Source: an optimization exercise on an open RTL-to-GDS flow (aim: small area and a short achievable clock period). Production flows keep margins and buffers that such runs may drop. In this exercise RTL edits were held to simulation tests only and were not proved equivalent to the original. No activity file was given, so power comes from the tool's default toggle rates.

==> flow/design.v (excerpt) <==
module wave_capture
#(
   parameter int ADDR_WIDTH = 8
) (
   input  logic                  clk,
   input  logic                  reset,
   input  logic                  new_sample,
   input  logic [15:0]           sample_in,
   input  logic                  enable,
   input  logic                  frame_sync,
   input  logic [ADDR_WIDTH-1:0] read_addr,
   output logic [7:0]            read_data,
   output logic                  new_wave,
   output logic [1:0]            capture_state
);
   wave_capture_pkg::cap_state_e state_q;
   logic                  prev_neg_q;   
   logic [ADDR_WIDTH-1:0] cnt_q;
   logic                  new_wave_q;
   logic                  zc;
   logic                  tmo;
   logic                  trig;
   logic                  we;
   logic                  last;
   logic                  publish;
   assign zc   = prev_neg_q & ~sample_in[15];
   assign tmo  = &cnt_q;
  ...
==> module wave_capture_ram, before the edit <==
module wave_capture_ram
#(
   parameter int ADDR_WIDTH = 8
) (
   input  logic                clk_i,
   input  logic                rst_ni,
   input  logic                we_i,       
   input  logic                last_i,     
   input  logic [wave_capture_pkg::BYTE_W-1:0] wdata_i,
   input  logic                publish_i,  
   input  logic [ADDR_WIDTH-1:0] raddr_i,
   output logic [wave_capture_pkg::BYTE_W-1:0] rdata_o
);
   localparam int BW    = wave_capture_pkg::BYTE_W;
   localparam int DEPTH = 1 << ADDR_WIDTH;
   logic [BW-1:0]          hold_q;
   logic                   shift_q;
   logic [BW*(DEPTH-1)-1:0] chain_q;    
   logic [BW*DEPTH-1:0]    disp_q;      
   logic [BW-1:0]          rdata_q;
   always_ff @(posedge clk_i) begin
      if (we_i) hold_q <= wdata_i;
   end
   always_ff @(posedge clk_i or negedge rst_ni) begin
      if (!rst_ni) shift_q <= 1'b0;
      else         shift_q <= we_i & ~last_i;
   end
   always_ff @(posedge clk_i) begin
      if (shift_q) chain_q <= {hold_q, chain_q[BW*(DEPTH-1)-1:BW]};
   end
   always_ff @(posedge clk_i) begin
      if (publish_i) disp_q <= {hold_q, chain_q};
   end
   localparam int LO  = ADDR_WIDTH / 2;
   localparam int NLO = 1 << LO;
   localparam int NHI = DEPTH / NLO;
   logic [NLO-1:0] sel_lo;
   logic [NHI-1:0] sel_hi;
   logic [BW-1:0]  grp [NHI];
   logic [BW-1:0]  rdata_d;
   always_comb begin
      for (int i = 0; i < NLO; i++) sel_lo[i] = (raddr_i[LO-1:0] == LO'(i));
      for (int g = 0; g < NHI; g++) sel_hi[g] = (raddr_i[ADDR_WIDTH-1:LO] == (ADDR_WIDTH-LO)'(g));
      rdata_d = '0;
      for (int g = 0; g < NHI; g++) begin
         grp[g] = '0;
         for (int i = 0; i < NLO; i++)
            grp[g] = grp[g] | ({BW{sel_lo[i]}} & disp_q[BW*(NLO*g+i) +: BW]);
         rdata_d = rdata_d | ({BW{sel_hi[g]}} & grp[g]);
      end
   end
   always_ff @(posedge clk_i) begin
      rdata_q <= rdata_d;
   end
   assign rdata_o = rdata_q;
endmodule
Settings: LEC_CHECK=0, CAP_MARGIN=20, CORE_MARGIN=2, CORE_UTILIZATION=75, CTS_BUF_LIST=sky130_fd_sc_hd__clkbuf_16, CTS_CLUSTER_DIAMETER=100, CTS_CLUSTER_SIZE=25, SETUP_SLACK_MARGIN=2.6, SLEW_MARGIN=20; clock period 5.0 ns.
run.sh (not shown) runs the stock make flow with config.mk's settings and CLKGATE_MAP_FILE= SYNTH_SCRIPT=/design/flow/synth_recipe.tcl, a recipe that flattens the netlist after the stock synthesis.
Change:
--- a/flow/design.v
+++ b/flow/design.v
@@ -50,32 +50,14 @@
    always_ff @(posedge clk_i) begin
       if (shift_q) chain_q <= {hold_q, chain_q[BW*(DEPTH-1)-1:BW]};
    end
    always_ff @(posedge clk_i) begin
       if (publish_i) disp_q <= {hold_q, chain_q};
    end
-   localparam int LO  = ADDR_WIDTH / 2;
-   localparam int NLO = 1 << LO;
-   localparam int NHI = DEPTH / NLO;
-   logic [NLO-1:0] sel_lo;
-   logic [NHI-1:0] sel_hi;
-   logic [BW-1:0]  grp [NHI];
-   logic [BW-1:0]  rdata_d;
-   always_comb begin
-      for (int i = 0; i < NLO; i++) sel_lo[i] = (raddr_i[LO-1:0] == LO'(i));
-      for (int g = 0; g < NHI; g++) sel_hi[g] = (raddr_i[ADDR_WIDTH-1:LO] == (ADDR_WIDTH-LO)'(g));
-      rdata_d = '0;
-      for (int g = 0; g < NHI; g++) begin
-         grp[g] = '0;
-         for (int i = 0; i < NLO; i++)
-            grp[g] = grp[g] | ({BW{sel_lo[i]}} & disp_q[BW*(NLO*g+i) +: BW]);
-         rdata_d = rdata_d | ({BW{sel_hi[g]}} & grp[g]);
-      end
-   end
    always_ff @(posedge clk_i) begin
-      rdata_q <= rdata_d;
+      rdata_q <= disp_q[BW*raddr_i +: BW];
    end
    assign rdata_o = rdata_q;
 endmodule
 module wave_capture
 #(
    parameter int ADDR_WIDTH = 8
The changed run passed the timing, design-rule and antenna checks.
Register-to-register slack gets better by 0.08 ns.
Sequential share of layout area barely changes.
Worst setup slack improves by 0.35 ns.
Wire length is lower by 18%.
Global-route usage is lower by 6.4 points.
Clock skew decreases by 0.0090 ns.
Power goes down by 1.2%.

---

Another version of the RTL of wave_capture (not shown whole).
Size in the first run: ~6000 cells after synthesis, ~40 I/O pins, ~140000 um^2 of cells after synthesis.
==> module wc_dec3, before the edit <==
module wc_dec3 (input logic [2:0] a, output logic [7:0] y);
   logic [2:0] an;
   for (genvar k = 0; k < 3; k++) begin : g_n
      wc_inv u_inv (.a(a[k]), .y(an[k]));
   end
   for (genvar v = 0; v < 8; v++) begin : g_v
      logic n;
      wc_nand3 u_nand (.a(v[0] ? a[0] : an[0]), .b(v[1] ? a[1] : an[1]),
                       .c(v[2] ? a[2] : an[2]), .y(n));
      wc_inv   u_inv  (.a(n), .y(y[v]));
   end
endmodule
==> module wc_nand3, before the edit <==
module wc_nand3 (input logic a, b, c, output logic y);
   assign y = ~(a & b & c);
endmodule
==> module wc_inv, before the edit <==
module wc_inv (input logic a, output logic y);
   assign y = ~a;
endmodule
make LEC_CHECK=0 CAP_MARGIN=20 CORE_MARGIN=2 CORE_UTILIZATION=75 CTS_BUF_LIST=sky130_fd_sc_hd__clkbuf_16 CTS_CLUSTER_DIAMETER=100 CTS_CLUSTER_SIZE=20 SETUP_SLACK_MARGIN=2.7 SLEW_MARGIN=20 SYNTH_HIERARCHICAL=1 SYNTH_MINIMUM_KEEP_SIZE=0 finish   # period 5.0 ns
Change:
--- a/flow/design.v
+++ b/flow/design.v
@@ -91,22 +91,9 @@
                 ~((q[4] & d[4]) | (q[5] & d[5])) & ~((q[6] & d[6]) | (q[7] & d[7])));
 endmodule
 module wc_dec3 (input logic [2:0] a, output logic [7:0] y);
-   logic [2:0] an;
-   for (genvar k = 0; k < 3; k++) begin : g_n
-      wc_inv u_inv (.a(a[k]), .y(an[k]));
+   for (genvar v = 0; v < 8; v++) begin : g_v
+      assign y[v] = (a == 3'(v));
    end
-   for (genvar v = 0; v < 8; v++) begin : g_v
-      logic n;
-      wc_nand3 u_nand (.a(v[0] ? a[0] : an[0]), .b(v[1] ? a[1] : an[1]),
-                       .c(v[2] ? a[2] : an[2]), .y(n));
-      wc_inv   u_inv  (.a(n), .y(y[v]));
-   end
-endmodule
-module wc_nand3 (input logic a, b, c, output logic y);
-   assign y = ~(a & b & c);
-endmodule
-module wc_inv (input logic a, output logic y);
-   assign y = ~a;
 endmodule
 module wc_mux4oh (input logic [3:0] q, input logic [3:0] d, output logic y);
    assign y = ~(~((q[0] & d[0]) | (q[1] & d[1])) & ~((q[2] & d[2]) | (q[3] & d[3])));
Effect: Synthesized area hardly moves. Worst setup slack is better by 0.086 ns. Power stays flat. Cell area shrinks slightly. Wire length shrinks by a few percent. Clock power barely changes. Non-clock buffer count shrinks by 150. Via count shrinks by a few percent. Utilization shrinks by 1.2 points. Die area hardly moves. Cell count shrinks by a few percent.

---

wave_capture, a different RTL version from the one above (not shown whole).
Size in the first run: ~5700 cells after synthesis, roughly 4100 flip-flops, ~0.14 mm2 of cells after synthesis.
==> module wave_capture_ram, before the edit <==
module wave_capture_ram
#(
   parameter int ADDR_WIDTH = 8
) (
   input  logic                clk_i,
   input  logic                rst_ni,
   input  logic                we_i,       
   input  logic                last_i,     
   input  logic [wave_capture_pkg::BYTE_W-1:0] wdata_i,
   input  logic                publish_i,  
   input  logic [ADDR_WIDTH-1:0] raddr_i,
   output logic [wave_capture_pkg::BYTE_W-1:0] rdata_o
);
   localparam int BW    = wave_capture_pkg::BYTE_W;
   localparam int DEPTH = 1 << ADDR_WIDTH;
   logic [BW-1:0]          hold_q;
   logic                   shift_q;
   logic [BW*(DEPTH-1)-1:0] chain_q;    
   logic [BW*DEPTH-1:0]    disp_q;      
   always_ff @(posedge clk_i) begin
      if (we_i) hold_q <= wdata_i;
   end
   always_ff @(posedge clk_i or negedge rst_ni) begin
      if (!rst_ni) shift_q <= 1'b0;
      else         shift_q <= we_i & ~last_i;
   end
   always_ff @(posedge clk_i) begin
      if (shift_q) chain_q <= {hold_q, chain_q[BW*(DEPTH-1)-1:BW]};
   end
   always_ff @(posedge clk_i) begin
      if (publish_i) disp_q <= {hold_q, chain_q};
   end
   localparam int HALF = BW * DEPTH / 2;
   logic [ADDR_WIDTH-2:0] raddr_lo;
   logic [BW-1:0]         rd0_d, rd1_d;
   logic [BW-1:0]         rd0_nq, rd1_nq;
   assign raddr_lo = raddr_i[ADDR_WIDTH-2:0];
   assign rd0_d    = disp_q[BW*raddr_lo +: BW]        & {BW{~raddr_i[ADDR_WIDTH-1]}};
   assign rd1_d    = disp_q[HALF + BW*raddr_lo +: BW] & {BW{ raddr_i[ADDR_WIDTH-1]}};
   always_ff @(posedge clk_i) begin
      rd0_nq <= ~rd0_d;
      rd1_nq <= ~rd1_d;
   end
   assign rdata_o = ~(rd0_nq & rd1_nq);
endmodule
make LEC_CHECK=0 CAP_MARGIN=20 CORE_MARGIN=2 CORE_UTILIZATION=75 CTS_BUF_LIST=sky130_fd_sc_hd__clkbuf_16 CTS_CLUSTER_DIAMETER=100 CTS_CLUSTER_SIZE=25 SETUP_SLACK_MARGIN=2.6 SLEW_MARGIN=20 finish   # period 5.0 ns
==> next run, changes <==
--- a/flow/design.v
+++ b/flow/design.v
@@ -50,22 +50,24 @@
       if (shift_q) chain_q <= {hold_q, chain_q[BW*(DEPTH-1)-1:BW]};
    end
    always_ff @(posedge clk_i) begin
       if (publish_i) disp_q <= {hold_q, chain_q};
    end
-   localparam int HALF = BW * DEPTH / 2;
-   logic [ADDR_WIDTH-2:0] raddr_lo;
-   logic [BW-1:0]         rd0_d, rd1_d;
-   logic [BW-1:0]         rd0_nq, rd1_nq;
-   assign raddr_lo = raddr_i[ADDR_WIDTH-2:0];
-   assign rd0_d    = disp_q[BW*raddr_lo +: BW]        & {BW{~raddr_i[ADDR_WIDTH-1]}};
-   assign rd1_d    = disp_q[HALF + BW*raddr_lo +: BW] & {BW{ raddr_i[ADDR_WIDTH-1]}};
-   always_ff @(posedge clk_i) begin
-      rd0_nq <= ~rd0_d;
-      rd1_nq <= ~rd1_d;
+   localparam int NQ = 4;
+   localparam int QW = BW * DEPTH / NQ;
+   logic [ADDR_WIDTH-3:0] raddr_lo;
+   logic [BW-1:0]         rdq_d  [NQ];
+   logic [BW-1:0]         rdq_nq [NQ];
+   assign raddr_lo = raddr_i[ADDR_WIDTH-3:0];
+   for (genvar k = 0; k < NQ; k++) begin : g_q
+      assign rdq_d[k] = disp_q[QW*k + BW*raddr_lo +: BW]
+                        & {BW{raddr_i[ADDR_WIDTH-1:ADDR_WIDTH-2] == 2'(k)}};
+      always_ff @(posedge clk_i) begin
+         rdq_nq[k] <= ~rdq_d[k];
+      end
    end
-   assign rdata_o = ~(rd0_nq & rd1_nq);
+   assign rdata_o = ~(rdq_nq[0] & rdq_nq[1] & rdq_nq[2] & rdq_nq[3]);
 endmodule
 module wave_capture
 #(
    parameter int ADDR_WIDTH = 8
 ) (
The changed run ran to the end with no violations; maximum frequency falls by roughly a tenth; wire length hardly moves; sequential power went up by a few percent; clock skew shrinks by 4.4 ps; cell area increases slightly; worst hold slack gets better by 7.9 ps; final cell count decreases by a few percent; utilization fell by 0.44 points; critical path depth stays the same; count of clock-buffer cells in the layout went up by 2; combinational power is higher by well over a third.

-- afterwards: timing with drivers on the ports --
In the flow no input, the clock included, has a driving cell. The finished layouts below were timed again as built, in two steps.
Step 1: set_driving_cell puts a clkbuf_16 on clk and a buf_2 on each other input, an assumption about the parent block.
Step 2 also shifts input and output timing later by t, the mid clock arrival at the registers, as if the neighbouring blocks saw the same clock.
Slacks: ideal ports / drivers / drivers and shift; pairs: ideal ports / drivers.
run	shift t [ns]	slack for setup (ns)	hold slack, ns	worst setup path at the end	worst register clock-pin slew, ns
the first run of note 1	0.954	2.142 / 1.971 / 1.017	0.347 / 0.284 / 0.430	input to register	0.11 / 0.11
the second run of note 1	0.938	2.493 / 2.179 / 1.241	0.381 / 0.329 / 0.430	input to register	0.11 / 0.11
the first run of note 2	0.948	2.495 / 2.218 / 1.270	0.363 / 0.301 / 0.418	input to register	0.09 / 0.09
the second run of note 2	0.962	2.581 / 2.261 / 1.300	0.355 / 0.279 / 0.432	input to register	0.09 / 0.09
the first run of note 3	0.944	2.471 / 2.379 / 1.469	0.370 / 0.304 / 0.427	input to register	0.12 / 0.12
the second run of note 3	0.943	2.138 / 2.047 / 1.320	0.378 / 0.310 / 0.420	input to register	0.11 / 0.11
After both steps setup and hold are still met in every run listed. For the second run of note 2, which loses most, drivers alone change the setup slack by -0.320 ns; drivers and shift together by -1.281 ns.
